Context: an optimization exercise on an open-source flow, tuned for small area, a short achievable clock period and few clock cycles per item. The choices shown serve that exercise and are no tape-out recipe. Function was checked by simulation only, so behaviour that the tests miss may differ from the original. Power and IR drop assume default switching activity.

// c_subset_tokenizer
module c_subset_tokenizer #(
  parameter int VALUE_BITS      = 32,
  parameter int KEYWORD_MAX_LEN = 6
) (
  input  logic        clk,
  input  logic        rst,
  input  logic        in_valid,
  output logic        in_stall,
  input  logic [7:0]  in_byte,
  input  logic        end_of_input,
  output logic        out_valid,
  input  logic        out_stall,
  output logic [5:0]  token_kind,
  output logic [31:0] token_value,
  output logic [2:0]  error_code,
  output logic [31:0] line_number,
  output logic        last_result
);
  typedef enum logic [3:0] {
    M_IDLE, M_OP, M_DOT2, M_INT, M_IDENT, M_CHAR_OPEN, M_CHAR_ESC,
    M_CHAR_CLOSE, M_STR, M_STR_ESC, M_HALT
  } mode_t;
  localparam logic [3:0] W_VOID = 4'd0, W_INT = 4'd1, W_CHAR = 4'd2, W_LONG = 4'd3,
    W_IF = 4'd4, W_ELSE = 4'd5, W_WHILE = 4'd6, W_FOR = 4'd7, W_RETURN = 4'd8;
  mode_t       mode, mode_next;
  logic [31:0] data, data_next;
  logic [31:0] line_count;
  logic        line_inc;
  logic        second;           
  logic        hv;               
  logic [7:0]  b;                
  logic        eoi;              
  function automatic logic is_digit(input logic [7:0] c);
    is_digit = c >= "0" && c <= "9";
  endfunction
  function automatic logic is_alpha(input logic [7:0] c);
    is_alpha = (c >= "a" && c <= "z") || (c >= "A" && c <= "Z");
  endfunction
  function automatic logic [8:0] esc_val(input logic [7:0] c);
    case (c)
      "a": esc_val = 9'd7;
      "b": esc_val = 9'd8;
      "f": esc_val = 9'd12;
      "n": esc_val = 9'd10;
      "r": esc_val = 9'd13;
      "t": esc_val = 9'd9;
      "v": esc_val = 9'd11;
      8'h5c, 8'h22, 8'h27: esc_val = {1'b1, c};
      default: esc_val = 9'd0;
    endcase
  endfunction
  function automatic logic [7:0] kw_char(input logic [3:0] w, input logic [2:0] p);
    kw_char = 8'd0;
    case (w)
      W_VOID:   case (p) 3'd1: kw_char = "o"; 3'd2: kw_char = "i"; 3'd3: kw_char = "d"; default: ; endcase
      W_INT:    case (p) 3'd1: kw_char = "n"; 3'd2: kw_char = "t"; default: ; endcase
  ...
clock: 7.5 ns
lec_check: 0
abc_clock_period_in_ps: 3500
cap_margin: 20
core_margin: 2
core_utilization: 45
setup_slack_margin: 4
slew_margin: 20
run.sh (not shown) runs the stock make flow with config.mk's settings and CLKGATE_MAP_FILE= SYNTH_SCRIPT=/design/flow/synth_recipe.tcl, a recipe that flattens the netlist after the stock synthesis.
Testbench counts at the start, summed over its fixed seeds: cycles 24,544, bytes 24,324.
Rerun with:
--- a/flow/config.mk
+++ b/flow/config.mk
@@ -7,3 +7,2 @@
 export LEC_CHECK = 0
-export ABC_CLOCK_PERIOD_IN_PS = 3500
 export CAP_MARGIN = 20
@@ -11,3 +10,2 @@
 export CORE_UTILIZATION = 45
-export SETUP_SLACK_MARGIN = 4
 export SLEW_MARGIN = 20
Non-clock buffer count goes down by 174.
Area after synthesis stays the same.
Wire length is lower by about 16%.
Flip-flop and latch count is unchanged.
Rerun with:
--- a/flow/config.mk
+++ b/flow/config.mk
@@ -7,2 +7,3 @@
 export LEC_CHECK = 0
+export ABC_CLOCK_PERIOD_IN_PS = 4500
 export CAP_MARGIN = 20
@@ -10,2 +11,3 @@
 export CORE_UTILIZATION = 45
+export SETUP_SLACK_MARGIN = 3
 export SLEW_MARGIN = 20
Global-route usage grows by 1.7 points.
Power is higher by 13%.
Flip-flop and latch count does not change.
Maximum frequency increases by 29%.
Worst setup slack improved by 1.5 ns.

---

Setup of oak:
c_subset_tokenizer, a different RTL version from the one above (not shown whole).
Size in the first run: roughly 1,100 cells after synthesis, roughly 0.0085 mm^2 of cells after synthesis.
export LEC_CHECK = 0
export ABC_AREA = 1
export ABC_CLOCK_PERIOD_IN_PS = 3000
export CAP_MARGIN = 20
export CORE_MARGIN = 2
export CORE_UTILIZATION = 55
export SETUP_SLACK_MARGIN = 4.6
export SLEW_MARGIN = 20
export SYNTH_HIERARCHICAL = 1
export SYNTH_MINIMUM_KEEP_SIZE = 0
create_clock -name core_clock -period 7.5 [get_ports {clk}]
standard.sh (not shown) runs the stock make flow with config.mk's settings and CLKGATE_MAP_FILE= SYNTH_SCRIPT=/design/flow/synth_recipe.tcl, a recipe that flattens the netlist after the stock synthesis.
==> flow/flow/run.sh <==
#!/bin/bash
set -euo pipefail
W=$PWD
F=$W/flow
R=orfs/results/sky130hd/c_subset_tokenizer/base
RC=orfs_custom/results/sky130hd/c_subset_tokenizer/base
export BUFFER_PORTS_ARGS="-buffer_cell sky130_fd_sc_hd__buf_2"

bash standard.sh synth > standard_synth.log 2>&1

if python3 $F/make_synth.py $W $F > make_synth.log 2>&1; then
  sed -e "s|WORK_HOME=[^ ]*|WORK_HOME=$W/orfs_custom|" \
      -e "s|SYNTH_SCRIPT=[^ ]*|SYNTH_SCRIPT=$W/custom_synth.tcl|" standard.sh > custom.sh
  if bash custom.sh synth > custom_synth.log 2>&1 &&
     python3 $F/same_regs.py $R/1_2_yosys.v $RC/1_2_yosys.v > same_regs.log 2>&1; then
    cp $R/1_2_yosys.v standard_1_2_yosys.v
    cp $RC/1_2_yosys.v $R/1_2_yosys.v
    touch $R/1_2_yosys.v
    echo "using the custom synthesis" >> same_regs.log
  fi
fi

bash standard.sh finish > standard_flow.log 2>&1
Other scripts of this flow, unchanged in this note and not shown: flow/flow/custom_abc.script, flow/flow/make_synth.py, flow/flow/same_regs.py
Both conditions hold for oak: the flow ran to the end and the final layout passed the timing, DRC and antenna checks.
Testbench counts of oak, summed over its fixed seeds: cycles 24,552, bytes 24,324.
Here is what was changed in the inputs of pine compared with oak.
- swapping 4.6 for 4.7 in SETUP_SLACK_MARGIN
pine: number of cells upsized or downsized after cts is 14 higher than what oak reported. Relative to oak, worst vdd rail ir drop has increased by about 5% in pine. Compared with oak, pine shows a higher areal power density over the cells. Going from oak to pine, combined buffer and inverter count along the critical path shows an increase of 1; count of antenna-violating nets left after detailed routing shows no meaningful change; arrival time of data at the critical path endpoint shows a reduction of 0.09 ns; post-route minimum period shows a reduction of 0.089 ns.

==> separate check: timing with driven ports <==
How much do the figures lean on ideal ports? The routed layouts below were timed once more, with nothing changed but the port constraints.
Step 1 assumes that a clkbuf_16 drives the clock port and a buf_2 every other input.
Step 2, shift: input delay + t, output delay - t, t = (earliest + latest rising clock arrival at the registers) / 2. This alone moves slack from input paths to output paths.
Three values: ideal ports, drivers, drivers and shift; two values: the first two.
run	t, ns	setup slack, ns	worst setup path after step 2
the first run of note 1	0.393	2.368 / 2.322 / 2.714	register to output
the second run of note 1	0.395	0.819 / 0.775 / 1.169	register to output
the third run of note 1	0.392	2.331 / 2.285 / 2.677	register to output
oak	0.395	4.626 / 4.626 / 4.375	input to register
pine	0.397	4.714 / 4.714 / 4.536	input to register
After both steps every run listed still meets setup and hold. The setup slack of oak, which loses most, moves by 0.000 ns with the drivers and by -0.251 ns with both steps.
